Background: an optimization exercise with open tools, aiming at small area, a short achievable clock period and few clock cycles per item. Do not read the settings as production practice.
The RTL was checked by simulation tests, not by an equivalence proof against the original design.

## flow/design.v (module list and top-level ports; edited modules follow where they fit)
// module asin_iter: 3750 lines
module asin_iter (
    input  logic        clk,
    input  logic        rst,
    input  logic        start,
    input  logic [31:0] x,
    output logic        busy,
    output logic        done,
    output logic [31:0] asin,
    output logic        sat
);
  // ...
==> flow/run.sh <==
#!/bin/bash
# synth_recipe.tcl (not shown) runs the flow's synth.tcl, then flattens the netlist and writes it again
# the make line also repeats each setting of config.mk as NAME=value (left out here)
make -C /OpenROAD-flow-scripts/flow DESIGN_CONFIG=/design/flow/config.mk WORK_HOME=/design/flow/orfs CLKGATE_MAP_FILE= SYNTH_SCRIPT=/design/flow/synth_recipe.tcl finish
==> flow/config.mk <==
export PLATFORM = sky130hd
export DESIGN_NAME = asin_iter
export DESIGN_NICKNAME = asin_iter
export VERILOG_FILES = /design/flow/design.v
export SDC_FILE = /design/flow/constraint.sdc
export NUM_CORES = 4
export LEC_CHECK = 0
export CAP_MARGIN = 20
export CORE_MARGIN = 2
export CORE_UTILIZATION = 40
export SLEW_MARGIN = 20
==> flow/constraint.sdc <==
create_clock -name core_clock -period 130.0 [get_ports {clk}]
set_input_delay 26.0000 -clock core_clock [delete_from_list [all_inputs] [get_ports {clk}]]
set_output_delay 26.0000 -clock core_clock [all_outputs]
set_load 0.01 [all_outputs]
==> impl_metrics.env, run 1 <==
export IMPL_cts_resized=0
export IMPL_status="complete, no violations"
export IMPL_worst_pin_slew_ns=1.26
export IMPL_fmaxAchievable_mhz=35.2
export IMPL_largest_class="multi-input gates"
export IMPL_drt_pass1_iterations=15
export IMPL_r2r_cells=86
export IMPL_post_route_period_util=0.218
export IMPL_ant_nets=0
export IMPL_use_met1=0.475
export IMPL_fin_skew_ns=0.0318
export IMPL_synth_top_area_cell="fa_1"
export IMPL_hold_path_class="reg -> reg"
export IMPL_met2_length_um=128000
export IMPL_final_common_cell="inv_1"
export IMPL_grt_pass1_wl_um=455000
export IMPL_multi_input_area_um2=53800
export IMPL_cpPeakStageDelay_ns=1.02
export IMPL_synth_xor_area_frac=0.0384
export IMPL_buf_share=0.0426
export IMPL_num_nonclk_inverters=1162
export IMPL_largest_reg_flops=32
export IMPL_async_reset_ff_frac=0.0240
export IMPL_multi_input_area_share=0.776
export IMPL_setup_tns_ns=0
export IMPL_post_cts_buffers=0
Testbench counts, summed over its fixed seeds: cycles 18,918, items 1,024.
==> run 2: changes to the inputs <==
--- a/flow/design.v
+++ b/flow/design.v
@@ -8,20 +8,20 @@
     output logic [31:0] asin,
     output logic        sat
 );
     localparam int ITERS = 9;   
     typedef enum logic [1:0] {IDLE, TAB, PA, PB} state_t;
     state_t             state;
     logic [3:0]         it;
     logic               sat_r;
-    logic [31:0]        xr;
-    logic signed [17:0] lo, hi, m;    
+    logic signed [17:0] xr;       
+    logic signed [17:0] m;        
+    logic               e;        
     logic [16:0]        am;       
-    logic [16:0]        am1_n;    
     logic [18:0]        am3;      
     logic               mneg;     
     logic [19:0]        sin;      
     logic [17:0]        p3r;      
     localparam logic signed [17:0] T1 = 18'sd0;
     localparam logic signed [17:0] t2_0 = -18'sd46342;
     localparam logic signed [17:0] t2_1 = 18'sd46342;
     function automatic logic signed [17:0] t3_0(input logic [0:0] i);
@@ -600,24 +600,25 @@
             7'd126: t9_1 = 18'sd65505;
             7'd127: t9_1 = 18'sd65536;
             default: t9_1 = '0;
         endcase
     endfunction
     logic signed [17:0] xs;
     logic b0, b1, b2, b3, b4, b5, b6, b7, b8;    
     logic [17:0]        tsum;
-    logic signed [17:0] t_lo, t_hi;
     logic [16:0]        t_am;
-    logic               sat_p, sat_n;
-    assign xs    = xr[17:0];
-    logic signed [31:0] xsw;
-    assign xsw   = xr;
-    assign sat_p = xsw >= 32'sd65536;
-    assign sat_n = xsw <= -32'sd65536;
+    logic               sat_p, sat_n;    
+    assign xs    = xr;
+    logic signed [31:0] xin;
+    assign xin = x;
+    always_ff @(posedge clk) begin
+        sat_p <= xin >= 32'sd65536;
+        sat_n <= xin <= -32'sd65536;
+    end
     logic c2_0, c2_1;
     logic c3_0, c3_1;
     logic c4_0, c4_1;
     logic c5_0, c5_1;
     logic c6_0, c6_1;
     logic c7_0, c7_1;
     logic c8_0, c8_1;
     logic c9_0, c9_1;
@@ -642,245 +643,241 @@
     assign b6 = b5 ? c7_1 : c7_0;
     assign c8_0 = t8_0({b0, b1, b2, b3, b4, b5}) < xs;
     assign c8_1 = t8_1({b0, b1, b2, b3, b4, b5}) < xs;
     assign b7 = b6 ? c8_1 : c8_0;
     assign c9_0 = t9_0({b0, b1, b2, b3, b4, b5, b6}) < xs;
     assign c9_1 = t9_1({b0, b1, b2, b3, b4, b5, b6}) < xs;
     assign b8 = b7 ? c9_1 : c9_0;
     assign tsum = (b1 ? 18'd51472 : 18'd0) + (b2 ? 18'd25736 : 18'd0) + (b3 ? 18'd12868 : 18'd0) + (b4 ? 18'd6434 : 18'd0) + (b5 ? 18'd3217 : 18'd0) + (b6 ? 18'd1608 : 18'd0) + (b7 ? 18'd804 : 18'd0) + (b8 ? 18'd402 : 18'd0);
-    assign t_lo = b0 ? tsum : tsum - 18'd102944;
-    assign t_hi = t_lo + 18'sd402 + 18'({17'd0, b6 & b7 & b8});
     assign t_am = b0 ? 17'(tsum + 18'd201) : 17'(18'd102743 - tsum);
     logic [19:0] s1;
     logic [21:0] kth;    
     logic        cy4;    
-    logic [16:0] am1;
-    assign am1 = ~am1_n;
     logic [20:0] s2;
     logic [21:0] s3, s4;
     wire ma_1 = sin[0] & ~sin[1];
     wire ma_2 = ~sin[0] & sin[1];
     wire ma_3 = sin[0] & sin[1];
-    wire ma_4 = (ma_1 & am1[0]) | (ma_3 & am3[0]);
-    wire ma_5 = (ma_1 & am1[1]) | (ma_2 & am1[0]) | (ma_3 & am3[1]);
-    wire ma_6 = (ma_1 & am1[2]) | (ma_2 & am1[1]) | (ma_3 & am3[2]);
-    wire ma_7 = (ma_1 & am1[3]) | (ma_2 & am1[2]) | (ma_3 & am3[3]);
-    wire ma_8 = (ma_1 & am1[4]) | (ma_2 & am1[3]) | (ma_3 & am3[4]);
-    wire ma_9 = (ma_1 & am1[5]) | (ma_2 & am1[4]) | (ma_3 & am3[5]);
-    wire ma_10 = (ma_1 & am1[6]) | (ma_2 & am1[5]) | (ma_3 & am3[6]);
-    wire ma_11 = (ma_1 & am1[7]) | (ma_2 & am1[6]) | (ma_3 & am3[7]);
-    wire ma_12 = (ma_1 & am1[8]) | (ma_2 & am1[7]) | (ma_3 & am3[8]);
-    wire ma_13 = (ma_1 & am1[9]) | (ma_2 & am1[8]) | (ma_3 & am3[9]);
-    wire ma_14 = (ma_1 & am1[10]) | (ma_2 & am1[9]) | (ma_3 & am3[10]);
-    wire ma_15 = (ma_1 & am1[11]) | (ma_2 & am1[10]) | (ma_3 & am3[11]);
-    wire ma_16 = (ma_1 & am1[12]) | (ma_2 & am1[11]) | (ma_3 & am3[12]);
-    wire ma_17 = (ma_1 & am1[13]) | (ma_2 & am1[12]) | (ma_3 & am3[13]);
-    wire ma_18 = (ma_1 & am1[14]) | (ma_2 & am1[13]) | (ma_3 & am3[14]);
-    wire ma_19 = (ma_1 & am1[15]) | (ma_2 & am1[14]) | (ma_3 & am3[15]);
-    wire ma_20 = (ma_1 & am1[16]) | (ma_2 & am1[15]) | (ma_3 & am3[16]);
-    wire ma_21 = (ma_2 & am1[16]) | (ma_3 & am3[17]);
+    wire ma_4 = (ma_1 & am[0]) | (ma_3 & am3[0]);
+    wire ma_5 = (ma_1 & am[1]) | (ma_2 & am[0]) | (ma_3 & am3[1]);
+    wire ma_6 = (ma_1 & am[2]) | (ma_2 & am[1]) | (ma_3 & am3[2]);
+    wire ma_7 = (ma_1 & am[3]) | (ma_2 & am[2]) | (ma_3 & am3[3]);
+    wire ma_8 = (ma_1 & am[4]) | (ma_2 & am[3]) | (ma_3 & am3[4]);
+    wire ma_9 = (ma_1 & am[5]) | (ma_2 & am[4]) | (ma_3 & am3[5]);
+    wire ma_10 = (ma_1 & am[6]) | (ma_2 & am[5]) | (ma_3 & am3[6]);
+    wire ma_11 = (ma_1 & am[7]) | (ma_2 & am[6]) | (ma_3 & am3[7]);
+    wire ma_12 = (ma_1 & am[8]) | (ma_2 & am[7]) | (ma_3 & am3[8]);
+    wire ma_13 = (ma_1 & am[9]) | (ma_2 & am[8]) | (ma_3 & am3[9]);
+    wire ma_14 = (ma_1 & am[10]) | (ma_2 & am[9]) | (ma_3 & am3[10]);
+    wire ma_15 = (ma_1 & am[11]) | (ma_2 & am[10]) | (ma_3 & am3[11]);
+    wire ma_16 = (ma_1 & am[12]) | (ma_2 & am[11]) | (ma_3 & am3[12]);
+    wire ma_17 = (ma_1 & am[13]) | (ma_2 & am[12]) | (ma_3 & am3[13]);
+    wire ma_18 = (ma_1 & am[14]) | (ma_2 & am[13]) | (ma_3 & am3[14]);
+    wire ma_19 = (ma_1 & am[15]) | (ma_2 & am[14]) | (ma_3 & am3[15]);
+    wire ma_20 = (ma_1 & am[16]) | (ma_2 & am[15]) | (ma_3 & am3[16]);
+    wire ma_21 = (ma_2 & am[16]) | (ma_3 & am3[17]);
     wire ma_22 = (ma_3 & am3[18]);
     wire ma_23 = sin[2] & ~sin[3];
     wire ma_24 = ~sin[2] & sin[3];
     wire ma_25 = sin[2] & sin[3];
-    wire ma_26 = (ma_23 & am1[0]) | (ma_25 & am3[0]);
-    wire ma_27 = (ma_23 & am1[1]) | (ma_24 & am1[0]) | (ma_25 & am3[1]);
-    wire ma_28 = (ma_23 & am1[2]) | (ma_24 & am1[1]) | (ma_25 & am3[2]);
-    wire ma_29 = (ma_23 & am1[3]) | (ma_24 & am1[2]) | (ma_25 & am3[3]);
-    wire ma_30 = (ma_23 & am1[4]) | (ma_24 & am1[3]) | (ma_25 & am3[4]);
-    wire ma_31 = (ma_23 & am1[5]) | (ma_24 & am1[4]) | (ma_25 & am3[5]);
-    wire ma_32 = (ma_23 & am1[6]) | (ma_24 & am1[5]) | (ma_25 & am3[6]);
-    wire ma_33 = (ma_23 & am1[7]) | (ma_24 & am1[6]) | (ma_25 & am3[7]);
-    wire ma_34 = (ma_23 & am1[8]) | (ma_24 & am1[7]) | (ma_25 & am3[8]);
-    wire ma_35 = (ma_23 & am1[9]) | (ma_24 & am1[8]) | (ma_25 & am3[9]);
-    wire ma_36 = (ma_23 & am1[10]) | (ma_24 & am1[9]) | (ma_25 & am3[10]);
-    wire ma_37 = (ma_23 & am1[11]) | (ma_24 & am1[10]) | (ma_25 & am3[11]);
-    wire ma_38 = (ma_23 & am1[12]) | (ma_24 & am1[11]) | (ma_25 & am3[12]);
-    wire ma_39 = (ma_23 & am1[13]) | (ma_24 & am1[12]) | (ma_25 & am3[13]);
-    wire ma_40 = (ma_23 & am1[14]) | (ma_24 & am1[13]) | (ma_25 & am3[14]);
-    wire ma_41 = (ma_23 & am1[15]) | (ma_24 & am1[14]) | (ma_25 & am3[15]);
-    wire ma_42 = (ma_23 & am1[16]) | (ma_24 & am1[15]) | (ma_25 & am3[16]);
-    wire ma_43 = (ma_24 & am1[16]) | (ma_25 & am3[17]);
+    wire ma_26 = (ma_23 & am[0]) | (ma_25 & am3[0]);
+    wire ma_27 = (ma_23 & am[1]) | (ma_24 & am[0]) | (ma_25 & am3[1]);
+    wire ma_28 = (ma_23 & am[2]) | (ma_24 & am[1]) | (ma_25 & am3[2]);
+    wire ma_29 = (ma_23 & am[3]) | (ma_24 & am[2]) | (ma_25 & am3[3]);
+    wire ma_30 = (ma_23 & am[4]) | (ma_24 & am[3]) | (ma_25 & am3[4]);
+    wire ma_31 = (ma_23 & am[5]) | (ma_24 & am[4]) | (ma_25 & am3[5]);
+    wire ma_32 = (ma_23 & am[6]) | (ma_24 & am[5]) | (ma_25 & am3[6]);
+    wire ma_33 = (ma_23 & am[7]) | (ma_24 & am[6]) | (ma_25 & am3[7]);
+    wire ma_34 = (ma_23 & am[8]) | (ma_24 & am[7]) | (ma_25 & am3[8]);
+    wire ma_35 = (ma_23 & am[9]) | (ma_24 & am[8]) | (ma_25 & am3[9]);
+    wire ma_36 = (ma_23 & am[10]) | (ma_24 & am[9]) | (ma_25 & am3[10]);
+    wire ma_37 = (ma_23 & am[11]) | (ma_24 & am[10]) | (ma_25 & am3[11]);
+    wire ma_38 = (ma_23 & am[12]) | (ma_24 & am[11]) | (ma_25 & am3[12]);
+    wire ma_39 = (ma_23 & am[13]) | (ma_24 & am[12]) | (ma_25 & am3[13]);
+    wire ma_40 = (ma_23 & am[14]) | (ma_24 & am[13]) | (ma_25 & am3[14]);
+    wire ma_41 = (ma_23 & am[15]) | (ma_24 & am[14]) | (ma_25 & am3[15]);
+    wire ma_42 = (ma_23 & am[16]) | (ma_24 & am[15]) | (ma_25 & am3[16]);
+    wire ma_43 = (ma_24 & am[16]) | (ma_25 & am3[17]);
     wire ma_44 = (ma_25 & am3[18]);
     wire ma_45 = sin[4] & ~sin[5];
     wire ma_46 = ~sin[4] & sin[5];
     wire ma_47 = sin[4] & sin[5];
-    wire ma_48 = (ma_45 & am1[0]) | (ma_47 & am3[0]);
-    wire ma_49 = (ma_45 & am1[1]) | (ma_46 & am1[0]) | (ma_47 & am3[1]);
-    wire ma_50 = (ma_45 & am1[2]) | (ma_46 & am1[1]) | (ma_47 & am3[2]);
-    wire ma_51 = (ma_45 & am1[3]) | (ma_46 & am1[2]) | (ma_47 & am3[3]);
-    wire ma_52 = (ma_45 & am1[4]) | (ma_46 & am1[3]) | (ma_47 & am3[4]);
-    wire ma_53 = (ma_45 & am1[5]) | (ma_46 & am1[4]) | (ma_47 & am3[5]);
-    wire ma_54 = (ma_45 & am1[6]) | (ma_46 & am1[5]) | (ma_47 & am3[6]);
-    wire ma_55 = (ma_45 & am1[7]) | (ma_46 & am1[6]) | (ma_47 & am3[7]);
-    wire ma_56 = (ma_45 & am1[8]) | (ma_46 & am1[7]) | (ma_47 & am3[8]);
-    wire ma_57 = (ma_45 & am1[9]) | (ma_46 & am1[8]) | (ma_47 & am3[9]);
-    wire ma_58 = (ma_45 & am1[10]) | (ma_46 & am1[9]) | (ma_47 & am3[10]);
-    wire ma_59 = (ma_45 & am1[11]) | (ma_46 & am1[10]) | (ma_47 & am3[11]);
-    wire ma_60 = (ma_45 & am1[12]) | (ma_46 & am1[11]) | (ma_47 & am3[12]);
-    wire ma_61 = (ma_45 & am1[13]) | (ma_46 & am1[12]) | (ma_47 & am3[13]);
-    wire ma_62 = (ma_45 & am1[14]) | (ma_46 & am1[13]) | (ma_47 & am3[14]);
-    wire ma_63 = (ma_45 & am1[15]) | (ma_46 & am1[14]) | (ma_47 & am3[15]);
-    wire ma_64 = (ma_45 & am1[16]) | (ma_46 & am1[15]) | (ma_47 & am3[16]);
-    wire ma_65 = (ma_46 & am1[16]) | (ma_47 & am3[17]);
+    wire ma_48 = (ma_45 & am[0]) | (ma_47 & am3[0]);
+    wire ma_49 = (ma_45 & am[1]) | (ma_46 & am[0]) | (ma_47 & am3[1]);
+    wire ma_50 = (ma_45 & am[2]) | (ma_46 & am[1]) | (ma_47 & am3[2]);
+    wire ma_51 = (ma_45 & am[3]) | (ma_46 & am[2]) | (ma_47 & am3[3]);
+    wire ma_52 = (ma_45 & am[4]) | (ma_46 & am[3]) | (ma_47 & am3[4]);
+    wire ma_53 = (ma_45 & am[5]) | (ma_46 & am[4]) | (ma_47 & am3[5]);
+    wire ma_54 = (ma_45 & am[6]) | (ma_46 & am[5]) | (ma_47 & am3[6]);
+    wire ma_55 = (ma_45 & am[7]) | (ma_46 & am[6]) | (ma_47 & am3[7]);
+    wire ma_56 = (ma_45 & am[8]) | (ma_46 & am[7]) | (ma_47 & am3[8]);
+    wire ma_57 = (ma_45 & am[9]) | (ma_46 & am[8]) | (ma_47 & am3[9]);
+    wire ma_58 = (ma_45 & am[10]) | (ma_46 & am[9]) | (ma_47 & am3[10]);
+    wire ma_59 = (ma_45 & am[11]) | (ma_46 & am[10]) | (ma_47 & am3[11]);
+    wire ma_60 = (ma_45 & am[12]) | (ma_46 & am[11]) | (ma_47 & am3[12]);
+    wire ma_61 = (ma_45 & am[13]) | (ma_46 & am[12]) | (ma_47 & am3[13]);
+    wire ma_62 = (ma_45 & am[14]) | (ma_46 & am[13]) | (ma_47 & am3[14]);
+    wire ma_63 = (ma_45 & am[15]) | (ma_46 & am[14]) | (ma_47 & am3[15]);
+    wire ma_64 = (ma_45 & am[16]) | (ma_46 & am[15]) | (ma_47 & am3[16]);
+    wire ma_65 = (ma_46 & am[16]) | (ma_47 & am3[17]);
     wire ma_66 = (ma_47 & am3[18]);
     wire ma_67 = sin[6] & ~sin[7];
     wire ma_68 = ~sin[6] & sin[7];
     wire ma_69 = sin[6] & sin[7];
-    wire ma_70 = (ma_67 & am1[0]) | (ma_69 & am3[0]);
-    wire ma_71 = (ma_67 & am1[1]) | (ma_68 & am1[0]) | (ma_69 & am3[1]);
-    wire ma_72 = (ma_67 & am1[2]) | (ma_68 & am1[1]) | (ma_69 & am3[2]);
-    wire ma_73 = (ma_67 & am1[3]) | (ma_68 & am1[2]) | (ma_69 & am3[3]);
-    wire ma_74 = (ma_67 & am1[4]) | (ma_68 & am1[3]) | (ma_69 & am3[4]);
-    wire ma_75 = (ma_67 & am1[5]) | (ma_68 & am1[4]) | (ma_69 & am3[5]);
-    wire ma_76 = (ma_67 & am1[6]) | (ma_68 & am1[5]) | (ma_69 & am3[6]);
-    wire ma_77 = (ma_67 & am1[7]) | (ma_68 & am1[6]) | (ma_69 & am3[7]);
-    wire ma_78 = (ma_67 & am1[8]) | (ma_68 & am1[7]) | (ma_69 & am3[8]);
-    wire ma_79 = (ma_67 & am1[9]) | (ma_68 & am1[8]) | (ma_69 & am3[9]);
-    wire ma_80 = (ma_67 & am1[10]) | (ma_68 & am1[9]) | (ma_69 & am3[10]);
-    wire ma_81 = (ma_67 & am1[11]) | (ma_68 & am1[10]) | (ma_69 & am3[11]);
-    wire ma_82 = (ma_67 & am1[12]) | (ma_68 & am1[11]) | (ma_69 & am3[12]);
-    wire ma_83 = (ma_67 & am1[13]) | (ma_68 & am1[12]) | (ma_69 & am3[13]);
-    wire ma_84 = (ma_67 & am1[14]) | (ma_68 & am1[13]) | (ma_69 & am3[14]);
-    wire ma_85 = (ma_67 & am1[15]) | (ma_68 & am1[14]) | (ma_69 & am3[15]);
-    wire ma_86 = (ma_67 & am1[16]) | (ma_68 & am1[15]) | (ma_69 & am3[16]);
-    wire ma_87 = (ma_68 & am1[16]) | (ma_69 & am3[17]);
+    wire ma_70 = (ma_67 & am[0]) | (ma_69 & am3[0]);
+    wire ma_71 = (ma_67 & am[1]) | (ma_68 & am[0]) | (ma_69 & am3[1]);
+    wire ma_72 = (ma_67 & am[2]) | (ma_68 & am[1]) | (ma_69 & am3[2]);
+    wire ma_73 = (ma_67 & am[3]) | (ma_68 & am[2]) | (ma_69 & am3[3]);
+    wire ma_74 = (ma_67 & am[4]) | (ma_68 & am[3]) | (ma_69 & am3[4]);
+    wire ma_75 = (ma_67 & am[5]) | (ma_68 & am[4]) | (ma_69 & am3[5]);
+    wire ma_76 = (ma_67 & am[6]) | (ma_68 & am[5]) | (ma_69 & am3[6]);
+    wire ma_77 = (ma_67 & am[7]) | (ma_68 & am[6]) | (ma_69 & am3[7]);
+    wire ma_78 = (ma_67 & am[8]) | (ma_68 & am[7]) | (ma_69 & am3[8]);
+    wire ma_79 = (ma_67 & am[9]) | (ma_68 & am[8]) | (ma_69 & am3[9]);
+    wire ma_80 = (ma_67 & am[10]) | (ma_68 & am[9]) | (ma_69 & am3[10]);
+    wire ma_81 = (ma_67 & am[11]) | (ma_68 & am[10]) | (ma_69 & am3[11]);
+    wire ma_82 = (ma_67 & am[12]) | (ma_68 & am[11]) | (ma_69 & am3[12]);
+    wire ma_83 = (ma_67 & am[13]) | (ma_68 & am[12]) | (ma_69 & am3[13]);
+    wire ma_84 = (ma_67 & am[14]) | (ma_68 & am[13]) | (ma_69 & am3[14]);
+    wire ma_85 = (ma_67 & am[15]) | (ma_68 & am[14]) | (ma_69 & am3[15]);
+    wire ma_86 = (ma_67 & am[16]) | (ma_68 & am[15]) | (ma_69 & am3[16]);
+    wire ma_87 = (ma_68 & am[16]) | (ma_69 & am3[17]);
     wire ma_88 = (ma_69 & am3[18]);
     wire ma_89 = sin[8] & ~sin[9];
     wire ma_90 = ~sin[8] & sin[9];
     wire ma_91 = sin[8] & sin[9];
-    wire ma_92 = (ma_89 & am1[0]) | (ma_91 & am3[0]);
-    wire ma_93 = (ma_89 & am1[1]) | (ma_90 & am1[0]) | (ma_91 & am3[1]);
-    wire ma_94 = (ma_89 & am1[2]) | (ma_90 & am1[1]) | (ma_91 & am3[2]);
-    wire ma_95 = (ma_89 & am1[3]) | (ma_90 & am1[2]) | (ma_91 & am3[3]);
-    wire ma_96 = (ma_89 & am1[4]) | (ma_90 & am1[3]) | (ma_91 & am3[4]);
-    wire ma_97 = (ma_89 & am1[5]) | (ma_90 & am1[4]) | (ma_91 & am3[5]);
-    wire ma_98 = (ma_89 & am1[6]) | (ma_90 & am1[5]) | (ma_91 & am3[6]);
-    wire ma_99 = (ma_89 & am1[7]) | (ma_90 & am1[6]) | (ma_91 & am3[7]);
-    wire ma_100 = (ma_89 & am1[8]) | (ma_90 & am1[7]) | (ma_91 & am3[8]);
-    wire ma_101 = (ma_89 & am1[9]) | (ma_90 & am1[8]) | (ma_91 & am3[9]);
-    wire ma_102 = (ma_89 & am1[10]) | (ma_90 & am1[9]) | (ma_91 & am3[10]);
-    wire ma_103 = (ma_89 & am1[11]) | (ma_90 & am1[10]) | (ma_91 & am3[11]);
-    wire ma_104 = (ma_89 & am1[12]) | (ma_90 & am1[11]) | (ma_91 & am3[12]);
-    wire ma_105 = (ma_89 & am1[13]) | (ma_90 & am1[12]) | (ma_91 & am3[13]);
-    wire ma_106 = (ma_89 & am1[14]) | (ma_90 & am1[13]) | (ma_91 & am3[14]);
-    wire ma_107 = (ma_89 & am1[15]) | (ma_90 & am1[14]) | (ma_91 & am3[15]);
-    wire ma_108 = (ma_89 & am1[16]) | (ma_90 & am1[15]) | (ma_91 & am3[16]);
-    wire ma_109 = (ma_90 & am1[16]) | (ma_91 & am3[17]);
+    wire ma_92 = (ma_89 & am[0]) | (ma_91 & am3[0]);
+    wire ma_93 = (ma_89 & am[1]) | (ma_90 & am[0]) | (ma_91 & am3[1]);
+    wire ma_94 = (ma_89 & am[2]) | (ma_90 & am[1]) | (ma_91 & am3[2]);
+    wire ma_95 = (ma_89 & am[3]) | (ma_90 & am[2]) | (ma_91 & am3[3]);
+    wire ma_96 = (ma_89 & am[4]) | (ma_90 & am[3]) | (ma_91 & am3[4]);
+    wire ma_97 = (ma_89 & am[5]) | (ma_90 & am[4]) | (ma_91 & am3[5]);
+    wire ma_98 = (ma_89 & am[6]) | (ma_90 & am[5]) | (ma_91 & am3[6]);
+    wire ma_99 = (ma_89 & am[7]) | (ma_90 & am[6]) | (ma_91 & am3[7]);
+    wire ma_100 = (ma_89 & am[8]) | (ma_90 & am[7]) | (ma_91 & am3[8]);
+    wire ma_101 = (ma_89 & am[9]) | (ma_90 & am[8]) | (ma_91 & am3[9]);
+    wire ma_102 = (ma_89 & am[10]) | (ma_90 & am[9]) | (ma_91 & am3[10]);
+    wire ma_103 = (ma_89 & am[11]) | (ma_90 & am[10]) | (ma_91 & am3[11]);
+    wire ma_104 = (ma_89 & am[12]) | (ma_90 & am[11]) | (ma_91 & am3[12]);
+    wire ma_105 = (ma_89 & am[13]) | (ma_90 & am[12]) | (ma_91 & am3[13]);
+    wire ma_106 = (ma_89 & am[14]) | (ma_90 & am[13]) | (ma_91 & am3[14]);
+    wire ma_107 = (ma_89 & am[15]) | (ma_90 & am[14]) | (ma_91 & am3[15]);
+    wire ma_108 = (ma_89 & am[16]) | (ma_90 & am[15]) | (ma_91 & am3[16]);
+    wire ma_109 = (ma_90 & am[16]) | (ma_91 & am3[17]);
     wire ma_110 = (ma_91 & am3[18]);
     wire ma_111 = sin[10] & ~sin[11];
     wire ma_112 = ~sin[10] & sin[11];
     wire ma_113 = sin[10] & sin[11];
-    wire ma_114 = (ma_111 & am1[0]) | (ma_113 & am3[0]);
-    wire ma_115 = (ma_111 & am1[1]) | (ma_112 & am1[0]) | (ma_113 & am3[1]);
-    wire ma_116 = (ma_111 & am1[2]) | (ma_112 & am1[1]) | (ma_113 & am3[2]);
-    wire ma_117 = (ma_111 & am1[3]) | (ma_112 & am1[2]) | (ma_113 & am3[3]);
-    wire ma_118 = (ma_111 & am1[4]) | (ma_112 & am1[3]) | (ma_113 & am3[4]);
-    wire ma_119 = (ma_111 & am1[5]) | (ma_112 & am1[4]) | (ma_113 & am3[5]);
-    wire ma_120 = (ma_111 & am1[6]) | (ma_112 & am1[5]) | (ma_113 & am3[6]);
-    wire ma_121 = (ma_111 & am1[7]) | (ma_112 & am1[6]) | (ma_113 & am3[7]);
-    wire ma_122 = (ma_111 & am1[8]) | (ma_112 & am1[7]) | (ma_113 & am3[8]);
-    wire ma_123 = (ma_111 & am1[9]) | (ma_112 & am1[8]) | (ma_113 & am3[9]);
-    wire ma_124 = (ma_111 & am1[10]) | (ma_112 & am1[9]) | (ma_113 & am3[10]);
-    wire ma_125 = (ma_111 & am1[11]) | (ma_112 & am1[10]) | (ma_113 & am3[11]);
-    wire ma_126 = (ma_111 & am1[12]) | (ma_112 & am1[11]) | (ma_113 & am3[12]);
-    wire ma_127 = (ma_111 & am1[13]) | (ma_112 & am1[12]) | (ma_113 & am3[13]);
-    wire ma_128 = (ma_111 & am1[14]) | (ma_112 & am1[13]) | (ma_113 & am3[14]);
-    wire ma_129 = (ma_111 & am1[15]) | (ma_112 & am1[14]) | (ma_113 & am3[15]);
-    wire ma_130 = (ma_111 & am1[16]) | (ma_112 & am1[15]) | (ma_113 & am3[16]);
-    wire ma_131 = (ma_112 & am1[16]) | (ma_113 & am3[17]);
+    wire ma_114 = (ma_111 & am[0]) | (ma_113 & am3[0]);
+    wire ma_115 = (ma_111 & am[1]) | (ma_112 & am[0]) | (ma_113 & am3[1]);
+    wire ma_116 = (ma_111 & am[2]) | (ma_112 & am[1]) | (ma_113 & am3[2]);
+    wire ma_117 = (ma_111 & am[3]) | (ma_112 & am[2]) | (ma_113 & am3[3]);
+    wire ma_118 = (ma_111 & am[4]) | (ma_112 & am[3]) | (ma_113 & am3[4]);
+    wire ma_119 = (ma_111 & am[5]) | (ma_112 & am[4]) | (ma_113 & am3[5]);
+    wire ma_120 = (ma_111 & am[6]) | (ma_112 & am[5]) | (ma_113 & am3[6]);
+    wire ma_121 = (ma_111 & am[7]) | (ma_112 & am[6]) | (ma_113 & am3[7]);
+    wire ma_122 = (ma_111 & am[8]) | (ma_112 & am[7]) | (ma_113 & am3[8]);
+    wire ma_123 = (ma_111 & am[9]) | (ma_112 & am[8]) | (ma_113 & am3[9]);
+    wire ma_124 = (ma_111 & am[10]) | (ma_112 & am[9]) | (ma_113 & am3[10]);
+    wire ma_125 = (ma_111 & am[11]) | (ma_112 & am[10]) | (ma_113 & am3[11]);
+    wire ma_126 = (ma_111 & am[12]) | (ma_112 & am[11]) | (ma_113 & am3[12]);
+    wire ma_127 = (ma_111 & am[13]) | (ma_112 & am[12]) | (ma_113 & am3[13]);
+    wire ma_128 = (ma_111 & am[14]) | (ma_112 & am[13]) | (ma_113 & am3[14]);
+    wire ma_129 = (ma_111 & am[15]) | (ma_112 & am[14]) | (ma_113 & am3[15]);
+    wire ma_130 = (ma_111 & am[16]) | (ma_112 & am[15]) | (ma_113 & am3[16]);
+    wire ma_131 = (ma_112 & am[16]) | (ma_113 & am3[17]);
     wire ma_132 = (ma_113 & am3[18]);
     wire ma_133 = sin[12] & ~sin[13];
     wire ma_134 = ~sin[12] & sin[13];
     wire ma_135 = sin[12] & sin[13];
-    wire ma_136 = (ma_133 & am1[0]) | (ma_135 & am3[0]);
-    wire ma_137 = (ma_133 & am1[1]) | (ma_134 & am1[0]) | (ma_135 & am3[1]);
-    wire ma_138 = (ma_133 & am1[2]) | (ma_134 & am1[1]) | (ma_135 & am3[2]);
-    wire ma_139 = (ma_133 & am1[3]) | (ma_134 & am1[2]) | (ma_135 & am3[3]);
-    wire ma_140 = (ma_133 & am1[4]) | (ma_134 & am1[3]) | (ma_135 & am3[4]);
-    wire ma_141 = (ma_133 & am1[5]) | (ma_134 & am1[4]) | (ma_135 & am3[5]);
-    wire ma_142 = (ma_133 & am1[6]) | (ma_134 & am1[5]) | (ma_135 & am3[6]);
-    wire ma_143 = (ma_133 & am1[7]) | (ma_134 & am1[6]) | (ma_135 & am3[7]);
-    wire ma_144 = (ma_133 & am1[8]) | (ma_134 & am1[7]) | (ma_135 & am3[8]);
-    wire ma_145 = (ma_133 & am1[9]) | (ma_134 & am1[8]) | (ma_135 & am3[9]);
-    wire ma_146 = (ma_133 & am1[10]) | (ma_134 & am1[9]) | (ma_135 & am3[10]);
-    wire ma_147 = (ma_133 & am1[11]) | (ma_134 & am1[10]) | (ma_135 & am3[11]);
-    wire ma_148 = (ma_133 & am1[12]) | (ma_134 & am1[11]) | (ma_135 & am3[12]);
-    wire ma_149 = (ma_133 & am1[13]) | (ma_134 & am1[12]) | (ma_135 & am3[13]);
-    wire ma_150 = (ma_133 & am1[14]) | (ma_134 & am1[13]) | (ma_135 & am3[14]);
-    wire ma_151 = (ma_133 & am1[15]) | (ma_134 & am1[14]) | (ma_135 & am3[15]);
-    wire ma_152 = (ma_133 & am1[16]) | (ma_134 & am1[15]) | (ma_135 & am3[16]);
-    wire ma_153 = (ma_134 & am1[16]) | (ma_135 & am3[17]);
+    wire ma_136 = (ma_133 & am[0]) | (ma_135 & am3[0]);
+    wire ma_137 = (ma_133 & am[1]) | (ma_134 & am[0]) | (ma_135 & am3[1]);
+    wire ma_138 = (ma_133 & am[2]) | (ma_134 & am[1]) | (ma_135 & am3[2]);
+    wire ma_139 = (ma_133 & am[3]) | (ma_134 & am[2]) | (ma_135 & am3[3]);
+    wire ma_140 = (ma_133 & am[4]) | (ma_134 & am[3]) | (ma_135 & am3[4]);
+    wire ma_141 = (ma_133 & am[5]) | (ma_134 & am[4]) | (ma_135 & am3[5]);
+    wire ma_142 = (ma_133 & am[6]) | (ma_134 & am[5]) | (ma_135 & am3[6]);
+    wire ma_143 = (ma_133 & am[7]) | (ma_134 & am[6]) | (ma_135 & am3[7]);
+    wire ma_144 = (ma_133 & am[8]) | (ma_134 & am[7]) | (ma_135 & am3[8]);
+    wire ma_145 = (ma_133 & am[9]) | (ma_134 & am[8]) | (ma_135 & am3[9]);
+    wire ma_146 = (ma_133 & am[10]) | (ma_134 & am[9]) | (ma_135 & am3[10]);
+    wire ma_147 = (ma_133 & am[11]) | (ma_134 & am[10]) | (ma_135 & am3[11]);
+    wire ma_148 = (ma_133 & am[12]) | (ma_134 & am[11]) | (ma_135 & am3[12]);
+    wire ma_149 = (ma_133 & am[13]) | (ma_134 & am[12]) | (ma_135 & am3[13]);
+    wire ma_150 = (ma_133 & am[14]) | (ma_134 & am[13]) | (ma_135 & am3[14]);
+    wire ma_151 = (ma_133 & am[15]) | (ma_134 & am[14]) | (ma_135 & am3[15]);
+    wire ma_152 = (ma_133 & am[16]) | (ma_134 & am[15]) | (ma_135 & am3[16]);
+    wire ma_153 = (ma_134 & am[16]) | (ma_135 & am3[17]);
     wire ma_154 = (ma_135 & am3[18]);
     wire ma_155 = sin[14] & ~sin[15];
     wire ma_156 = ~sin[14] & sin[15];
     wire ma_157 = sin[14] & sin[15];
-    wire ma_158 = (ma_155 & am1[0]) | (ma_157 & am3[0]);
-    wire ma_159 = (ma_155 & am1[1]) | (ma_156 & am1[0]) | (ma_157 & am3[1]);
-    wire ma_160 = (ma_155 & am1[2]) | (ma_156 & am1[1]) | (ma_157 & am3[2]);
-    wire ma_161 = (ma_155 & am1[3]) | (ma_156 & am1[2]) | (ma_157 & am3[3]);
-    wire ma_162 = (ma_155 & am1[4]) | (ma_156 & am1[3]) | (ma_157 & am3[4]);
-    wire ma_163 = (ma_155 & am1[5]) | (ma_156 & am1[4]) | (ma_157 & am3[5]);
-    wire ma_164 = (ma_155 & am1[6]) | (ma_156 & am1[5]) | (ma_157 & am3[6]);
-    wire ma_165 = (ma_155 & am1[7]) | (ma_156 & am1[6]) | (ma_157 & am3[7]);
-    wire ma_166 = (ma_155 & am1[8]) | (ma_156 & am1[7]) | (ma_157 & am3[8]);
-    wire ma_167 = (ma_155 & am1[9]) | (ma_156 & am1[8]) | (ma_157 & am3[9]);
-    wire ma_168 = (ma_155 & am1[10]) | (ma_156 & am1[9]) | (ma_157 & am3[10]);
-    wire ma_169 = (ma_155 & am1[11]) | (ma_156 & am1[10]) | (ma_157 & am3[11]);
-    wire ma_170 = (ma_155 & am1[12]) | (ma_156 & am1[11]) | (ma_157 & am3[12]);
-    wire ma_171 = (ma_155 & am1[13]) | (ma_156 & am1[12]) | (ma_157 & am3[13]);
-    wire ma_172 = (ma_155 & am1[14]) | (ma_156 & am1[13]) | (ma_157 & am3[14]);
-    wire ma_173 = (ma_155 & am1[15]) | (ma_156 & am1[14]) | (ma_157 & am3[15]);
-    wire ma_174 = (ma_155 & am1[16]) | (ma_156 & am1[15]) | (ma_157 & am3[16]);
-    wire ma_175 = (ma_156 & am1[16]) | (ma_157 & am3[17]);
+    wire ma_158 = (ma_155 & am[0]) | (ma_157 & am3[0]);
+    wire ma_159 = (ma_155 & am[1]) | (ma_156 & am[0]) | (ma_157 & am3[1]);
+    wire ma_160 = (ma_155 & am[2]) | (ma_156 & am[1]) | (ma_157 & am3[2]);
+    wire ma_161 = (ma_155 & am[3]) | (ma_156 & am[2]) | (ma_157 & am3[3]);
+    wire ma_162 = (ma_155 & am[4]) | (ma_156 & am[3]) | (ma_157 & am3[4]);
+    wire ma_163 = (ma_155 & am[5]) | (ma_156 & am[4]) | (ma_157 & am3[5]);
+    wire ma_164 = (ma_155 & am[6]) | (ma_156 & am[5]) | (ma_157 & am3[6]);
+    wire ma_165 = (ma_155 & am[7]) | (ma_156 & am[6]) | (ma_157 & am3[7]);
+    wire ma_166 = (ma_155 & am[8]) | (ma_156 & am[7]) | (ma_157 & am3[8]);
+    wire ma_167 = (ma_155 & am[9]) | (ma_156 & am[8]) | (ma_157 & am3[9]);
+    wire ma_168 = (ma_155 & am[10]) | (ma_156 & am[9]) | (ma_157 & am3[10]);
+    wire ma_169 = (ma_155 & am[11]) | (ma_156 & am[10]) | (ma_157 & am3[11]);
+    wire ma_170 = (ma_155 & am[12]) | (ma_156 & am[11]) | (ma_157 & am3[12]);
+    wire ma_171 = (ma_155 & am[13]) | (ma_156 & am[12]) | (ma_157 & am3[13]);
+    wire ma_172 = (ma_155 & am[14]) | (ma_156 & am[13]) | (ma_157 & am3[14]);
+    wire ma_173 = (ma_155 & am[15]) | (ma_156 & am[14]) | (ma_157 & am3[15]);
+    wire ma_174 = (ma_155 & am[16]) | (ma_156 & am[15]) | (ma_157 & am3[16]);
+    wire ma_175 = (ma_156 & am[16]) | (ma_157 & am3[17]);
     wire ma_176 = (ma_157 & am3[18]);
     wire ma_177 = sin[16] & ~sin[17];
     wire ma_178 = ~sin[16] & sin[17];
     wire ma_179 = sin[16] & sin[17];
-    wire ma_180 = (ma_177 & am1[0]) | (ma_179 & am3[0]);
-    wire ma_181 = (ma_177 & am1[1]) | (ma_178 & am1[0]) | (ma_179 & am3[1]);
-    wire ma_182 = (ma_177 & am1[2]) | (ma_178 & am1[1]) | (ma_179 & am3[2]);
-    wire ma_183 = (ma_177 & am1[3]) | (ma_178 & am1[2]) | (ma_179 & am3[3]);
-    wire ma_184 = (ma_177 & am1[4]) | (ma_178 & am1[3]) | (ma_179 & am3[4]);
-    wire ma_185 = (ma_177 & am1[5]) | (ma_178 & am1[4]) | (ma_179 & am3[5]);
-    wire ma_186 = (ma_177 & am1[6]) | (ma_178 & am1[5]) | (ma_179 & am3[6]);
-    wire ma_187 = (ma_177 & am1[7]) | (ma_178 & am1[6]) | (ma_179 & am3[7]);
-    wire ma_188 = (ma_177 & am1[8]) | (ma_178 & am1[7]) | (ma_179 & am3[8]);
-    wire ma_189 = (ma_177 & am1[9]) | (ma_178 & am1[8]) | (ma_179 & am3[9]);
-    wire ma_190 = (ma_177 & am1[10]) | (ma_178 & am1[9]) | (ma_179 & am3[10]);
-    wire ma_191 = (ma_177 & am1[11]) | (ma_178 & am1[10]) | (ma_179 & am3[11]);
-    wire ma_192 = (ma_177 & am1[12]) | (ma_178 & am1[11]) | (ma_179 & am3[12]);
-    wire ma_193 = (ma_177 & am1[13]) | (ma_178 & am1[12]) | (ma_179 & am3[13]);
-    wire ma_194 = (ma_177 & am1[14]) | (ma_178 & am1[13]) | (ma_179 & am3[14]);
-    wire ma_195 = (ma_177 & am1[15]) | (ma_178 & am1[14]) | (ma_179 & am3[15]);
-    wire ma_196 = (ma_177 & am1[16]) | (ma_178 & am1[15]) | (ma_179 & am3[16]);
-    wire ma_197 = (ma_178 & am1[16]) | (ma_179 & am3[17]);
+    wire ma_180 = (ma_177 & am[0]) | (ma_179 & am3[0]);
+    wire ma_181 = (ma_177 & am[1]) | (ma_178 & am[0]) | (ma_179 & am3[1]);
+    wire ma_182 = (ma_177 & am[2]) | (ma_178 & am[1]) | (ma_179 & am3[2]);
+    wire ma_183 = (ma_177 & am[3]) | (ma_178 & am[2]) | (ma_179 & am3[3]);
+    wire ma_184 = (ma_177 & am[4]) | (ma_178 & am[3]) | (ma_179 & am3[4]);
+    wire ma_185 = (ma_177 & am[5]) | (ma_178 & am[4]) | (ma_179 & am3[5]);
+    wire ma_186 = (ma_177 & am[6]) | (ma_178 & am[5]) | (ma_179 & am3[6]);
+    wire ma_187 = (ma_177 & am[7]) | (ma_178 & am[6]) | (ma_179 & am3[7]);
+    wire ma_188 = (ma_177 & am[8]) | (ma_178 & am[7]) | (ma_179 & am3[8]);
+    wire ma_189 = (ma_177 & am[9]) | (ma_178 & am[8]) | (ma_179 & am3[9]);
+    wire ma_190 = (ma_177 & am[10]) | (ma_178 & am[9]) | (ma_179 & am3[10]);
+    wire ma_191 = (ma_177 & am[11]) | (ma_178 & am[10]) | (ma_179 & am3[11]);
+    wire ma_192 = (ma_177 & am[12]) | (ma_178 & am[11]) | (ma_179 & am3[12]);
+    wire ma_193 = (ma_177 & am[13]) | (ma_178 & am[12]) | (ma_179 & am3[13]);
+    wire ma_194 = (ma_177 & am[14]) | (ma_178 & am[13]) | (ma_179 & am3[14]);
+    wire ma_195 = (ma_177 & am[15]) | (ma_178 & am[14]) | (ma_179 & am3[15]);
+    wire ma_196 = (ma_177 & am[16]) | (ma_178 & am[15]) | (ma_179 & am3[16]);
+    wire ma_197 = (ma_178 & am[16]) | (ma_179 & am3[17]);
     wire ma_198 = (ma_179 & am3[18]);
     wire ma_199 = sin[18] & ~sin[19];
     wire ma_200 = ~sin[18] & sin[19];
     wire ma_201 = sin[18] & sin[19];
-    wire ma_202 = (ma_199 & am1[0]) | (ma_201 & am3[0]);
-    wire ma_203 = (ma_199 & am1[1]) | (ma_200 & am1[0]) | (ma_201 & am3[1]);
-    wire ma_204 = (ma_199 & am1[2]) | (ma_200 & am1[1]) | (ma_201 & am3[2]);
-    wire ma_205 = (ma_199 & am1[3]) | (ma_200 & am1[2]) | (ma_201 & am3[3]);
-    wire ma_206 = (ma_199 & am1[4]) | (ma_200 & am1[3]) | (ma_201 & am3[4]);
-    wire ma_207 = (ma_199 & am1[5]) | (ma_200 & am1[4]) | (ma_201 & am3[5]);
-    wire ma_208 = (ma_199 & am1[6]) | (ma_200 & am1[5]) | (ma_201 & am3[6]);
-    wire ma_209 = (ma_199 & am1[7]) | (ma_200 & am1[6]) | (ma_201 & am3[7]);
-    wire ma_210 = (ma_199 & am1[8]) | (ma_200 & am1[7]) | (ma_201 & am3[8]);
-    wire ma_211 = (ma_199 & am1[9]) | (ma_200 & am1[8]) | (ma_201 & am3[9]);
-    wire ma_212 = (ma_199 & am1[10]) | (ma_200 & am1[9]) | (ma_201 & am3[10]);
-    wire ma_213 = (ma_199 & am1[11]) | (ma_200 & am1[10]) | (ma_201 & am3[11]);
-    wire ma_214 = (ma_199 & am1[12]) | (ma_200 & am1[11]) | (ma_201 & am3[12]);
-    wire ma_215 = (ma_199 & am1[13]) | (ma_200 & am1[12]) | (ma_201 & am3[13]);
-    wire ma_216 = (ma_199 & am1[14]) | (ma_200 & am1[13]) | (ma_201 & am3[14]);
-    wire ma_217 = (ma_199 & am1[15]) | (ma_200 & am1[14]) | (ma_201 & am3[15]);
-    wire ma_218 = (ma_199 & am1[16]) | (ma_200 & am1[15]) | (ma_201 & am3[16]);
-    wire ma_219 = (ma_200 & am1[16]) | (ma_201 & am3[17]);
+    wire ma_202 = (ma_199 & am[0]) | (ma_201 & am3[0]);
+    wire ma_203 = (ma_199 & am[1]) | (ma_200 & am[0]) | (ma_201 & am3[1]);
+    wire ma_204 = (ma_199 & am[2]) | (ma_200 & am[1]) | (ma_201 & am3[2]);
+    wire ma_205 = (ma_199 & am[3]) | (ma_200 & am[2]) | (ma_201 & am3[3]);
+    wire ma_206 = (ma_199 & am[4]) | (ma_200 & am[3]) | (ma_201 & am3[4]);
+    wire ma_207 = (ma_199 & am[5]) | (ma_200 & am[4]) | (ma_201 & am3[5]);
+    wire ma_208 = (ma_199 & am[6]) | (ma_200 & am[5]) | (ma_201 & am3[6]);
+    wire ma_209 = (ma_199 & am[7]) | (ma_200 & am[6]) | (ma_201 & am3[7]);
+    wire ma_210 = (ma_199 & am[8]) | (ma_200 & am[7]) | (ma_201 & am3[8]);
+    wire ma_211 = (ma_199 & am[9]) | (ma_200 & am[8]) | (ma_201 & am3[9]);
+    wire ma_212 = (ma_199 & am[10]) | (ma_200 & am[9]) | (ma_201 & am3[10]);
+    wire ma_213 = (ma_199 & am[11]) | (ma_200 & am[10]) | (ma_201 & am3[11]);
+    wire ma_214 = (ma_199 & am[12]) | (ma_200 & am[11]) | (ma_201 & am3[12]);
+    wire ma_215 = (ma_199 & am[13]) | (ma_200 & am[12]) | (ma_201 & am3[13]);
+    wire ma_216 = (ma_199 & am[14]) | (ma_200 & am[13]) | (ma_201 & am3[14]);
+    wire ma_217 = (ma_199 & am[15]) | (ma_200 & am[14]) | (ma_201 & am3[15]);
+    wire ma_218 = (ma_199 & am[16]) | (ma_200 & am[15]) | (ma_201 & am3[16]);
+    wire ma_219 = (ma_200 & am[16]) | (ma_201 & am3[17]);
     wire ma_220 = ma_22 ^ ma_42;
     wire ma_221 = ma_22 & ma_42;
     wire ma_222 = ma_43 ^ ma_63;
     wire ma_223 = ma_43 & ma_63;
     wire ma_224 = ma_44 ^ ma_64;
     wire ma_225 = ma_44 & ma_64;
     wire ma_226 = ma_16 ^ ma_36;
     wire ma_227 = ma_16 & ma_36;
@@ -3654,35 +3651,57 @@
             4'd11:   kt = 22'd202624;
             default: kt = 22'd0;
         endcase
     end
     assign kth = (state == PB) ? kt : 22'd0;
     assign lt  = (d > 20'sd11) || (d > 20'sd0 && !cy4);
     assign dec = mneg ? !lt : lt;
     assign m = mneg ? -(18'(am)) : 18'(am);
-    logic signed [18:0] sl, sh;
+    logic [8:0]  dh, dl;
+    logic        eh, el;
+    always_comb begin
+        case ({it, e})
+            {4'd0, 1'b0}: begin dh = 9'd100; dl = 9'd101; eh = 1'b0; el = 1'b0; end
+            {4'd0, 1'b1}: begin dh = 9'd101; dl = 9'd101; eh = 1'b1; el = 1'b0; end
+            {4'd1, 1'b0}: begin dh = 9'd50; dl = 9'd50; eh = 1'b1; el = 1'b0; end
+            {4'd1, 1'b1}: begin dh = 9'd50; dl = 9'd51; eh = 1'b1; el = 1'b1; end
+            {4'd2, 1'b0}: begin dh = 9'd25; dl = 9'd25; eh = 1'b0; el = 1'b0; end
+            {4'd2, 1'b1}: begin dh = 9'd25; dl = 9'd25; eh = 1'b1; el = 1'b0; end
+            {4'd3, 1'b0}: begin dh = 9'd12; dl = 9'd13; eh = 1'b0; el = 1'b0; end
+            {4'd3, 1'b1}: begin dh = 9'd13; dl = 9'd13; eh = 1'b1; el = 1'b0; end
+            {4'd4, 1'b0}: begin dh = 9'd6; dl = 9'd6; eh = 1'b1; el = 1'b0; end
+            {4'd4, 1'b1}: begin dh = 9'd6; dl = 9'd7; eh = 1'b1; el = 1'b1; end
+            {4'd5, 1'b0}: begin dh = 9'd3; dl = 9'd3; eh = 1'b0; el = 1'b0; end
+            {4'd5, 1'b1}: begin dh = 9'd3; dl = 9'd3; eh = 1'b1; el = 1'b0; end
+            {4'd6, 1'b0}: begin dh = 9'd1; dl = 9'd2; eh = 1'b0; el = 1'b0; end
+            {4'd6, 1'b1}: begin dh = 9'd2; dl = 9'd2; eh = 1'b1; el = 1'b0; end
+            {4'd7, 1'b0}: begin dh = 9'd1; dl = 9'd1; eh = 1'b1; el = 1'b0; end
+            {4'd7, 1'b1}: begin dh = 9'd1; dl = 9'd1; eh = 1'b1; el = 1'b1; end
+            {4'd8, 1'b0}: begin dh = 9'd0; dl = 9'd0; eh = 1'b1; el = 1'b0; end
+            {4'd8, 1'b1}: begin dh = 9'd0; dl = 9'd1; eh = 1'b1; el = 1'b1; end
+            default: begin dh = '0; dl = '0; eh = 1'b0; el = 1'b0; end
+        endcase
+    end
     logic signed [17:0] ml, mh, mn;
-    assign sl = 19'(lo) + 19'(m);
-    assign sh = 19'(m) + 19'(hi);
-    assign ml = sl[18:1];
-    assign mh = sh[18:1];
+    assign mh = m + 18'(dh);
+    assign ml = m - 18'(dl);
     assign mn = dec ? mh : ml;
     logic [16:0] aml, amh, amn;
     assign aml = ml[17] ? 17'(-ml) : 17'(ml);
     assign amh = mh[17] ? 17'(-mh) : 17'(mh);
     assign amn = dec ? amh : aml;
     logic [18:0] aml3, amh3, amn3;
     assign aml3 = {2'd0, aml} + {1'd0, aml, 1'b0};
     assign amh3 = {2'd0, amh} + {1'd0, amh, 1'b0};
     assign amn3 = dec ? amh3 : aml3;
-    logic       fin;
-    logic [1:0] w2;
-    assign w2  = hi[1:0] - lo[1:0];
-    assign fin = (it == 4'(ITERS - 1)) || (it == 4'(ITERS - 2) && !dec && w2 == 2'd3);
+    logic fin;
+    assign fin = (it == 4'(ITERS - 1)) || (it == 4'(ITERS - 2) && !dec && !e);
+    logic signed [17:0] m1;
+    assign m1 = m + 18'sd1;
     always_ff @(posedge clk or posedge rst) begin
         if (rst) begin
             state <= IDLE;
             busy  <= 1'b0;
             done  <= 1'b0;
         end else begin
             done <= 1'b0;
             case (state)
@@ -3704,47 +3723,43 @@
                     state <= IDLE;
                 end else begin
                     state <= PA;
                 end
                 default: state <= IDLE;
             endcase
         end
     end
-    always_ff @(posedge clk) xr[31:18] <= x[31:18];
     always_ff @(posedge clk) begin
         case (state)
-            IDLE: xr[17:0] <= x[17:0];
+            IDLE: xr <= x[17:0];
             TAB: begin
                 sat_r <= sat_p || sat_n;
                 it    <= '0;
-                if (sat_p)      hi <= 18'sd102944;
-                else if (sat_n) hi <= -18'sd102944;
+                if (sat_p)      xr <= 18'sd102944;
+                else if (sat_n) xr <= -18'sd102944;
                 else begin
-                    lo   <= t_lo;
-                    hi   <= t_hi;
+                    e    <= (b6 & b7 & b8);
                     am   <= t_am;
-                    am1_n <= ~t_am;
                     am3  <= {2'd0, t_am} + {1'd0, t_am, 1'b0};
                     sin  <= {3'd0, t_am};
                     mneg <= !b0;
                 end
             end
             PA: begin
                 sin <= s4[19:0];
                 p3r <= s2[17:0];
             end
             PB: begin
                 it <= it + 4'd1;
-                if (dec) lo <= m;
-                else     hi <= m;
+                e    <= dec ? eh : el;
+                if (fin) xr <= dec ? m1 : m;    
                 am   <= amn;
-                am1_n <= ~amn;
                 am3  <= amn3;
                 sin  <= {3'd0, amn};
                 mneg <= mn[17];
             end
             default: ;
         endcase
     end
-    assign asin = {{14{hi[17]}}, hi};
+    assign asin = {{14{xr[17]}}, xr};
     assign sat  = sat_r;
 endmodule
==> flow/flow/run.sh (new file) <==
#!/bin/bash
# The standard layout, except that between synthesis and floorplan the netlist's
# full adders are re-polarised by fixinv.py to drop inverters between them
# (a full adder is self-dual). Each step logs to a file of its own here.
set -euo pipefail
R=orfs/results/${FLOW_PLATFORM}/asin_iter/base
bash standard.sh synth > synth.log 2>&1
cp "$R/1_2_yosys.v" yosys_netlist_before_fixinv.v
python3 flow/fixinv.py "$R/1_2_yosys.v" > fixinv.log 2>&1
rm -f "$R/1_synth.odb" "$R/1_synth.sdc"
bash standard.sh finish > layout.log 2>&1
==> flow/flow/fixinv.py (new file) <==
#!/usr/bin/env python3
"""Rewrite a Yosys gate netlist so that full adders feed each other with fewer
inverters. A full adder is self-dual: FA(~a, ~b, ~c) = (~sum, ~cout). The script
removes the single inverters (inv_1) between cells, picks for each full adder
whether it computes its function or its dual (greedy local search), and then
inserts one inverter per net whose inverted value some input still needs.
Registers, ports and all other cells are left as they are.
usage: fixinv.py NETLIST.v   (rewritten in place; a summary goes to stdout)"""
import re, sys

path = sys.argv[1]
src = open(path).read()
m = re.search(r"\bmodule\s+(\S+)\s*\((.*?)\);", src, re.S)
ports = set(p.strip() for p in m.group(2).split(","))
cell_re = re.compile(r"(?:\(\*[^*]*\*\)\s*)*(sky130_fd_sc_hd__\w+)\s+(\S+)\s*\((.*?)\);\n", re.S)
pin_re = re.compile(r"\.(\w+)\(([^()]*)\)")
OUTPINS = {"X", "Y", "Q", "Q_N", "SUM", "COUT", "HI", "LO"}

cells = []
for mm in cell_re.finditer(src):
    typ, name, body = mm.group(1), mm.group(2), mm.group(3)
    pins = [(p, n.strip()) for p, n in pin_re.findall(body)]
    cells.append({"typ": typ, "name": name, "pins": pins, "span": mm.span()})

def is_port_net(n):
    base = n.split("[")[0].lstrip("\\").strip()
    return base in ports
def is_const(n):
    return "'" in n

drv = {}
for i, c in enumerate(cells):
    for p, n in c["pins"]:
        if p in OUTPINS:
            drv[n] = (i, p)

# peelable inverters: inv_1 whose output is not a port
peel = set()
for i, c in enumerate(cells):
    if c["typ"] == "sky130_fd_sc_hd__inv_1":
        y = dict(c["pins"])["Y"]
        a = dict(c["pins"])["A"]
        if not is_port_net(y) and not is_const(a):
            peel.add(i)

def root(n):
    k = 0
    seen = 0
    while n in drv and drv[n][0] in peel and seen < 64:
        n = dict(cells[drv[n][0]]["pins"])["A"]
        k ^= 1
        seen += 1
    return n, k

ISFA = lambda c: c["typ"].startswith("sky130_fd_sc_hd__fa_")
FAIN = {"A", "B", "CIN"}
# loads: list of (cell index, pin, root, parity)
loads = []
for i, c in enumerate(cells):
    if i in peel:
        continue
    for p, n in c["pins"]:
        if p in OUTPINS or is_const(n):
            continue
        r, k = root(n)
        loads.append((i, p, r, k))
by_root = {}
for li, (i, p, r, k) in enumerate(loads):
    by_root.setdefault(r, []).append(li)
pi = [0] * len(cells)

def drv_pi(r):
    d = drv.get(r)
    return pi[d[0]] if d is not None and ISFA(cells[d[0]]) else 0

def need_inv(li):
    i, p, r, k = loads[li]
    pc = pi[i] if (ISFA(cells[i]) and p in FAIN) else 0
    return k ^ pc ^ drv_pi(r)

def root_cost(r):
    return int(any(need_inv(li) for li in by_root.get(r, [])))

def fa_roots(i):
    rs = set()
    for p, n in cells[i]["pins"]:
        if p in OUTPINS:
            rs.add(n)
        elif p in FAIN:
            rs.add(root(n)[0])
    return rs

before = sum(root_cost(r) for r in by_root)
fas = [i for i, c in enumerate(cells) if ISFA(c)]
roots_of = {i: fa_roots(i) for i in fas}
for it in range(20):
    changed = 0
    for i in fas:
        rs = roots_of[i]
        old = sum(root_cost(r) for r in rs)
        pi[i] ^= 1
        new = sum(root_cost(r) for r in rs)
        if new < old:
            changed += 1
        else:
            pi[i] ^= 1
    if not changed:
        break
after = sum(root_cost(r) for r in by_root)

# rewrite
def fmt(n):
    return n + " " if n.startswith("\\") else n

inv_of = {}
new_cells = []
conn = {}
for li, (i, p, r, k) in enumerate(loads):
    if need_inv(li):
        if r not in inv_of:
            nm = f"fixinv_{len(inv_of)}"
            inv_of[r] = nm + "_n"
            new_cells.append(f"  sky130_fd_sc_hd__inv_1 {nm} (\n    .A({fmt(r)}),\n    .Y({nm}_n)\n  );\n")
        conn[(i, p)] = inv_of[r]
    else:
        conn[(i, p)] = r
out = []
pos = 0
for i, c in enumerate(cells):
    s, e = c["span"]
    out.append(src[pos:s])
    pos = e
    if i in peel:
        continue
    body = ",\n".join(f"    .{p}({fmt(conn.get((i, p), n) if not (p in OUTPINS or is_const(n)) else n)})" for p, n in c["pins"])
    out.append(f"  {c['typ']} {c['name']} (\n{body}\n  );\n")
rest = src[pos:]
end = rest.rindex("endmodule")
decl = "".join(f"  wire {n};\n" for n in inv_of.values())
out.append(rest[:end] + decl + "".join(new_cells) + rest[end:])
open(path, "w").write("".join(out))
print(f"full adders {len(fas)}, flipped {sum(pi[i] for i in fas)}; peeled inverters {len(peel)}; "
      f"nets needing an inverter: {before} before the flips, {after} after; inverters written {len(inv_of)}")
==> flow/standard.sh (new file) <==
#!/bin/bash
# synth_recipe.tcl (not shown) runs the flow's synth.tcl, then flattens the netlist and writes it again
# the make line also repeats each setting of config.mk as NAME=value (left out here)
make -C /OpenROAD-flow-scripts/flow DESIGN_CONFIG=/design/flow/config.mk WORK_HOME=/design/flow/orfs CLKGATE_MAP_FILE= SYNTH_SCRIPT=/design/flow/synth_recipe.tcl "${@:-finish}"
==> flow/config.mk (replaced) <==
export PLATFORM = sky130hd
export DESIGN_NAME = asin_iter
export DESIGN_NICKNAME = asin_iter
export VERILOG_FILES = /design/flow/design.v
export SDC_FILE = /design/flow/constraint.sdc
export NUM_CORES = 4
export LEC_CHECK = 0
export ABC_AREA = 1
export CAP_MARGIN = 20
export CORE_MARGIN = 2
export CORE_UTILIZATION = 40
export CTS_CLUSTER_DIAMETER = 25
export CTS_CLUSTER_SIZE = 10
export SLEW_MARGIN = 20
removed: flow/run.sh
==> impl_metrics.env, run 2 <==
export IMPL_status="complete, no violations"
export IMPL_syn_inst=7995
export IMPL_clkTransAtPathRegs_ns=0.10
export IMPL_numPlacedInstances=9651
export IMPL_setup_viol=0
export IMPL_drive_above_1_share=0.0546
export IMPL_area_growth_pct=5.01
export IMPL_worst_pin_slew_ns=1.18
export IMPL_hold_path_endpoint="sat_r$_DFFE_PP_"
export IMPL_start_kind="flip-flop"
export IMPL_hold_viol_final=0
export IMPL_hold_buffers=0
export IMPL_htreeDepth=3
export IMPL_rsz0062_at_grt="false"
export IMPL_dieWidth_um=383
export IMPL_multi_input_area_um2=48300
export IMPL_fin_nets=9126
export IMPL_wl_um=292000
export IMPL_maxSlewViolCount=0
export IMPL_die_area_um2=147000
export IMPL_viasPerCell=6.64
export IMPL_r2r_start="sin[4]$_DFFE_PP_"
export IMPL_drt_iter0_markers=9762
export IMPL_clock_sinks=103
export IMPL_clk_latency_ns=0.43
export IMPL_cpMostUsedCell="nand2_1"
export IMPL_slew_headroom=0.208
export IMPL_start_util=0.402
export IMPL_ioPinCount=70
export IMPL_worstPathRequired_ns=130.29
export IMPL_grt_pass1_wl_um=424000
export IMPL_cpPeakStageDelay_ns=0.89
export IMPL_dp_hpwl_um=214000
export IMPL_fp_dieH_um=383
export IMPL_cts_tree="yes"
export IMPL_grt_use_total=0.389
export IMPL_drc=0
export IMPL_vias=64200
export IMPL_largest_register="sin"
export IMPL_fillers=15000
export IMPL_row_count=139
export IMPL_r2r_cells=107
export IMPL_grt_pass1_vias=62400
export IMPL_ant_nets=0
export IMPL_fmaxAchievable_mhz=35.0
export IMPL_reg_largest_list="sin x20, am3 x19, xr x18"
export IMPL_final_common_cell="nand2_1"
export IMPL_critPathArrivalTime_ns=28.82
export IMPL_post_cts_buffers=0
export IMPL_synth_area_per_cell_um2=7.19
export IMPL_maxCapViolCount=0
export IMPL_worst_hold_slack_ns=0.510
export IMPL_post_route_period_util=0.220
export IMPL_cts_resized=0
export IMPL_r2r_end="busy$_DFFE_PP0P_"
export IMPL_routedWlPerCell_um=30.2
export IMPL_fin_crit_ns=28.54
export IMPL_fin_skew_ns=0.0286
export IMPL_gr_total_overflow=0
export IMPL_cpMaxStageDelayCell="edfxtp_1"
export IMPL_hold_path_class="reg -> reg"
export IMPL_clockBufferDepth=2
export IMPL_met2_length_um=119000
export IMPL_synth_nets=9361
export IMPL_place_gp_congestion=1.07
export IMPL_min_from="sat_n$_DFF_P_"
export IMPL_grt_max_degree=64
export IMPL_endpoint_kind="flip-flop"
export IMPL_crit_fanout=20
export IMPL_seq_area_um2=3050
export IMPL_drt_pass1_iterations=8
export IMPL_largest_reg_flops=20
export IMPL_mappedNetlistArea_um2=57500
export IMPL_worst_r2r_setup_slack_ns=101.46
export IMPL_wl_met3_um=41600
export IMPL_root_buffer="clkbuf_16"
export IMPL_worstSetupPathType="reg -> reg"
export IMPL_layout_common_cells="1439 x nand2_1, 1019 x inv_1, 679 x ha_1, 651 x fa_1, 649 x a21oi_1"
export IMPL_wl_met1_um=108000
export IMPL_portBuffers=69
export IMPL_final_instance_count_excl_fill=9675
export IMPL_ys_warn_count=1
export IMPL_numCtsBuffers=9
export IMPL_core_area_um2=143000
export IMPL_postLayoutCoreUtil=0.422
export IMPL_setup_tns_ns=0
export IMPL_top_layer="met5"
export IMPL_hold_path_depth=2
export IMPL_antenna_found_initial=14
## run 2: critical path, delay by kind of cell, from the launching register on
family                   cells  cell delay, ns
adder cells (fa/ha/maj)     24           11.30
AND/OR/NAND/NOR             40            7.35
XOR/XNOR                     2            0.83
AO/OA/AOI/OAI               29            5.68
buffers and inverters       12            2.22
flip-flops                   1            0.89
## run 2: layout make-up
class / instances / area share
clock buffer: 9 / 0.00373
tap: 1903 / 0.0394
multi-input combinational: 6281 / 0.800
sequential: 103 / 0.0506
inverter: 1110 / 0.0694
clock inverter: 7 / 0.00164
timing repair buffer: 255 / 0.0348
antenna: 7 / 0.000290
## run 2: how the worst max path moves through the flow
stage | start | end | slack (ns)
finish | sin[4]$_DFFE_PP_ | busy$_DFFE_PP0P_ | 101.46
floorplan | xr[17]$_DFFE_PP_ | asin[18] | 103.14
detailed placement | sin[4]$_DFFE_PP_ | busy$_DFFE_PP0P_ | 102.09
global placement | sin[4]$_DFFE_PP_ | sin[3]$_DFFE_PP_ | 102.32
CTS | xr[17]$_DFFE_PP_ | asin[19] | 101.91
global route | sin[4]$_DFFE_PP_ | busy$_DFFE_PP0P_ | 99.54
## run 2: stage by stage
stage	area, um2	worst slack (ns)
after floorplan	57500	103.14
after global placement	60000	102.32
after detailed placement	60000	102.09
after CTS	60300	101.91
after global routing	60300	99.54
final	60400	101.46
## run 2: metal layers
metal / global-route usage / up-vias
met5: 0 / -
met4: 0.248 / 20
met3: 0.130 / 1437
met2: 0.562 / 5304
met1: 0.493 / 30400
li1: - / 27100
Testbench counts of run 2, summed over its fixed seeds: cycles 18,918, items 1,024.

==> re-timing with driven ports <==
No port has a modelled driver above. Below, the same layouts with a new extraction and two added sets of constraints. Step 1 assumes that a clkbuf_16 drives the clock port and a buf_2 every other input. Step 2 also shifts input and output timing later by t, the mid clock arrival at the registers, as if the neighbouring blocks saw the same clock. Slacks: ideal ports / drivers / drivers and shift; pairs: ideal ports / drivers.
run	t (ns)	setup slack, ns	pins driven straight from the clock port
run 1	0.606	101.596 / 101.596 / 101.596	1
run 2	0.490	101.464 / 101.464 / 101.464	1
After both steps setup and hold are still met in every run listed.
